This is an optimization exercise on Yosys and OpenROAD, whose aim is small area, a short achievable clock period and few clock cycles per item, not a production implementation. At most, simulation tests tie the RTL to the original design; equivalence was not proved.

## multDivUnit
module multDivUnit (
  input  logic        clk,
  input  logic        reset,
  input  logic [2:0]  reqOp,
  input  logic [31:0] reqLOp,
  input  logic [31:0] reqROp,
  input  logic        reqValid,
  output logic        reqCredit,
  output logic [31:0] respResult,
  output logic        respDivByZero,
  output logic        respDivOverflow,
  output logic        respValid,
  input  logic        respCredit
);
Size in the first run: roughly 1,700 cells after synthesis, ~110 I/O pins, about 14,000 um^2 of cells after synthesis.
Settings: LEC_CHECK=0, CAP_MARGIN=20, CORE_MARGIN=2, CORE_UTILIZATION=55, SETUP_SLACK_MARGIN=2, SLEW_MARGIN=20; clock period 6.0 ns.
run.sh (not shown) runs the stock make flow with config.mk's settings and CLKGATE_MAP_FILE= SYNTH_SCRIPT=/design/flow/synth_recipe.tcl, a recipe that flattens the netlist after the stock synthesis.
Testbench counts at the start, summed over its fixed seeds: cycles 43,250, ops 3,200.
Change:
--- a/flow/config.mk
+++ b/flow/config.mk
@@ -9,4 +9,4 @@
 export CORE_MARGIN = 2
-export CORE_UTILIZATION = 55
-export SETUP_SLACK_MARGIN = 2
+export CORE_UTILIZATION = 40
+export SETUP_SLACK_MARGIN = 1.5
 export SLEW_MARGIN = 20
Result: Routed wire length goes up by about 3.5%. Critical path depth rose by 1. Non-clock buffer count goes down by 9.

* * *

## run 1
Another version of the RTL of multDivUnit (not shown whole).
Size in the first run: roughly 1900 cells after synthesis, ~130 flip-flops, about 110 I/O pins, roughly 15000 um^2 of cells after synthesis.
export LEC_CHECK = 0
export CAP_MARGIN = 20
export CORE_MARGIN = 2
export CORE_UTILIZATION = 40
export CTS_BUF_LIST = sky130_fd_sc_hd__clkbuf_8
export SETUP_SLACK_MARGIN = 1.5
export SLEW_MARGIN = 20
create_clock -name core_clock -period 6.0 [get_ports {clk}]
standard.sh (not shown) runs the stock make flow with config.mk's settings and CLKGATE_MAP_FILE= SYNTH_SCRIPT=/design/flow/synth_recipe.tcl, a recipe that flattens the netlist after the stock synthesis.
==> flow/flow/run.sh <==
#!/bin/bash
set -o pipefail
export BUFFER_PORTS_ARGS="-buffer_cell sky130_fd_sc_hd__buf_1"
bash standard.sh > standard.log 2>&1
Run 1 | status: complete | timing, DRC, antenna: pass
Testbench counts of run 1, summed over its fixed seeds: cycles 34,639, ops 3,200.
### run 1 -> run 2
# run 1
export LEC_CHECK = 0
export CAP_MARGIN = 20
export CORE_MARGIN = 2
export CORE_UTILIZATION = 40
export CTS_BUF_LIST = sky130_fd_sc_hd__clkbuf_8
export SETUP_SLACK_MARGIN = 1.5
export SLEW_MARGIN = 20
create_clock -name core_clock -period 6.0 [get_ports {clk}]
# run 2
export LEC_CHECK = 0
export ABC_AREA = 1
export CAP_MARGIN = 20
export CORE_MARGIN = 2
export CORE_UTILIZATION = 40
export SETUP_SLACK_MARGIN = 1.5
export SLEW_MARGIN = 20
create_clock -name core_clock -period 6.0 [get_ports {clk}]
[summary]
Run 2 ran to completion and came out clean on the timing, DRC and antenna checks. Area of all placed cells without fillers sits higher in run 2 than in run 1. From run 1 to run 2 the numbers moved as follows: fraction of synthesized area in multiplexers decreased 2.8 points; area growth from synthesis to layout higher; final critical-path share of the clock period decreased 1.2 points.
What run 3 does differently from run 2 at the input level:
# run 2
export LEC_CHECK = 0
export ABC_AREA = 1
export CAP_MARGIN = 20
export CORE_MARGIN = 2
export CORE_UTILIZATION = 40
export SETUP_SLACK_MARGIN = 1.5
export SLEW_MARGIN = 20
create_clock -name core_clock -period 6.0 [get_ports {clk}]
# run 3
export LEC_CHECK = 0
export CAP_MARGIN = 20
export CORE_MARGIN = 2
export CORE_UTILIZATION = 40
export CTS_BUF_LIST = sky130_fd_sc_hd__clkbuf_8
export SETUP_SLACK_MARGIN = 1.7
export SLEW_MARGIN = 20
create_clock -name core_clock -period 6.0 [get_ports {clk}]
[summary]
Compared with run 2, run 3 shows maximum fanout along the worst path lower by 6.
Final critical delay including setup and external delays was higher in the run labelled run 2.
Changes observed in run 3 relative to run 2: combined flip-flop and latch cell area was more or less identical, buffer count excluding the clock tree in the final layout went up by 24%, worst path arrival time went up by 0.13 ns, aggregate global-route resource usage went down by 1.7 points, post-synth design cell area went down by about 1%.
From run 2 to run 3 the numbers moved as follows: fraction of the mapped netlist area in simple logic gates lost 7.4 points.
The following lists how run 4 was set up differently from run 3:
# run 3
export LEC_CHECK = 0
export CAP_MARGIN = 20
export CORE_MARGIN = 2
export CORE_UTILIZATION = 40
export CTS_BUF_LIST = sky130_fd_sc_hd__clkbuf_8
export SETUP_SLACK_MARGIN = 1.7
export SLEW_MARGIN = 20
create_clock -name core_clock -period 6.0 [get_ports {clk}]
# run 4
export LEC_CHECK = 0
export CAP_MARGIN = 20
export CORE_MARGIN = 2
export CORE_UTILIZATION = 40
export SETUP_SLACK_MARGIN = 1.5
export SLEW_MARGIN = 20
create_clock -name core_clock -period 6.0 [get_ports {clk}]
Notes after the runs:
Run 4: no failed stages, no open violations at the end
Re largest fanout of any net on the critical path: run 3 and run 4 aren't equal, and the lower value belongs to run 3.
Run 4 ends up with lower fraction of final layout cells with drive strength greater than 1 than run 3 does.

* * *

Setup of run A:
multDivUnit, a different RTL version from the one above (not shown whole).
For scale: roughly 130 flip-flops, ~110 I/O pins, roughly 15000 um2 of cells after synthesis.
make LEC_CHECK=0 CAP_MARGIN=20 CORE_MARGIN=2 CORE_UTILIZATION=40 SETUP_SLACK_MARGIN=2.5 SLEW_MARGIN=20 finish   # period 6.0 ns
run.sh (not shown) runs the stock make flow with config.mk's settings and CLKGATE_MAP_FILE= SYNTH_SCRIPT=/design/flow/synth_recipe.tcl, a recipe that flattens the netlist after the stock synthesis.
Stock flow here: none of the scripts above is used.
Relative to run A, the following input files were edited for run B:
- SETUP_SLACK_MARGIN now 1.5, was 2.5
- TNS_END_PERCENT now 10, previously not set
## What came out
Multi-input gate share of total cell area: run B vs run A up 0.35 points
Looking at run B and run A, the clock network latency to the later pin of the worst-skew pair is a wash.
The final layouts of run B and run A pass the timing, DRC and antenna checks.
Sequential share of layout area (run B over run A): increase, 2.1 points
Per the comparison of run B with run A, final worst setup slack lower, cell count decreased 3.1%, depth of the most critical reg-to-reg path decreased 5, smallest hold slack went up 0.025 ns.
Run B vs run A: number of DRC markers in iteration 0 down by more than 10%
Looking at worst slack at placement across both flows, run B is the weaker of the two, with run A ahead.
### run B -> run C
- TNS_END_PERCENT: 10 -> unset
Notes after the runs:
Run C: all stages complete, timing, DRC and antenna checks passed. For clock latency reported for the late side of the worst-skew pair, run B and run C come out practically identical. Run B and run C ended up with roughly the same wire length.
Function was not checked in any run of this note: the RTL went through the layout flow alone.

separate check: timing with driven ports:
No port has a modelled driver above. Below, the same layouts with a new extraction and two added sets of constraints. Step 1, drivers: a clkbuf_16 drives clk and a buf_2 each remaining input, both assumed. Step 2 adds t to the input delays and takes it off the output delays; t is the mean of the earliest and latest rising clock arrival at the registers after step 1. Input paths then give back, and output paths get back, about the clock's delay inside the block. Three values: ideal, step 1, step 2; two values: the first two.
run	t (ns)	setup slack, ns	clock arrival spread, ns	worst register clock-pin slew, ns	worst slew at a driven data input, ns
the first run of note 1	0.486	1.918 / 1.918 / 1.675	0.014 / 0.015	0.07 / 0.07	0.04
the second run of note 1	0.482	1.679 / 1.679 / 1.316	0.015 / 0.016	0.07 / 0.07	0.04
run 1	0.538	1.621 / 1.621 / 1.205	0.020 / 0.020	0.10 / 0.10	0.04
run 2	0.506	1.691 / 1.691 / 1.419	0.013 / 0.014	0.07 / 0.07	0.04
run 3	0.542	1.749 / 1.749 / 1.466	0.026 / 0.025	0.11 / 0.11	0.04
run 4	0.504	1.692 / 1.695 / 1.220	0.014 / 0.014	0.07 / 0.07	0.04
run A	0.498	1.533 / 1.533 / 1.533	0.014 / 0.015	0.07 / 0.07	0.04
run B	0.497	1.470 / 1.470 / 1.249	0.011 / 0.010	0.07 / 0.07	0.04
run C	0.495	1.491 / 1.491 / 1.243	0.010 / 0.010	0.07 / 0.07	0.04
After both steps setup and hold are still met in every run listed. The setup slack of run 4, which loses most, moves by +0.003 ns with the drivers and by -0.472 ns with both steps.
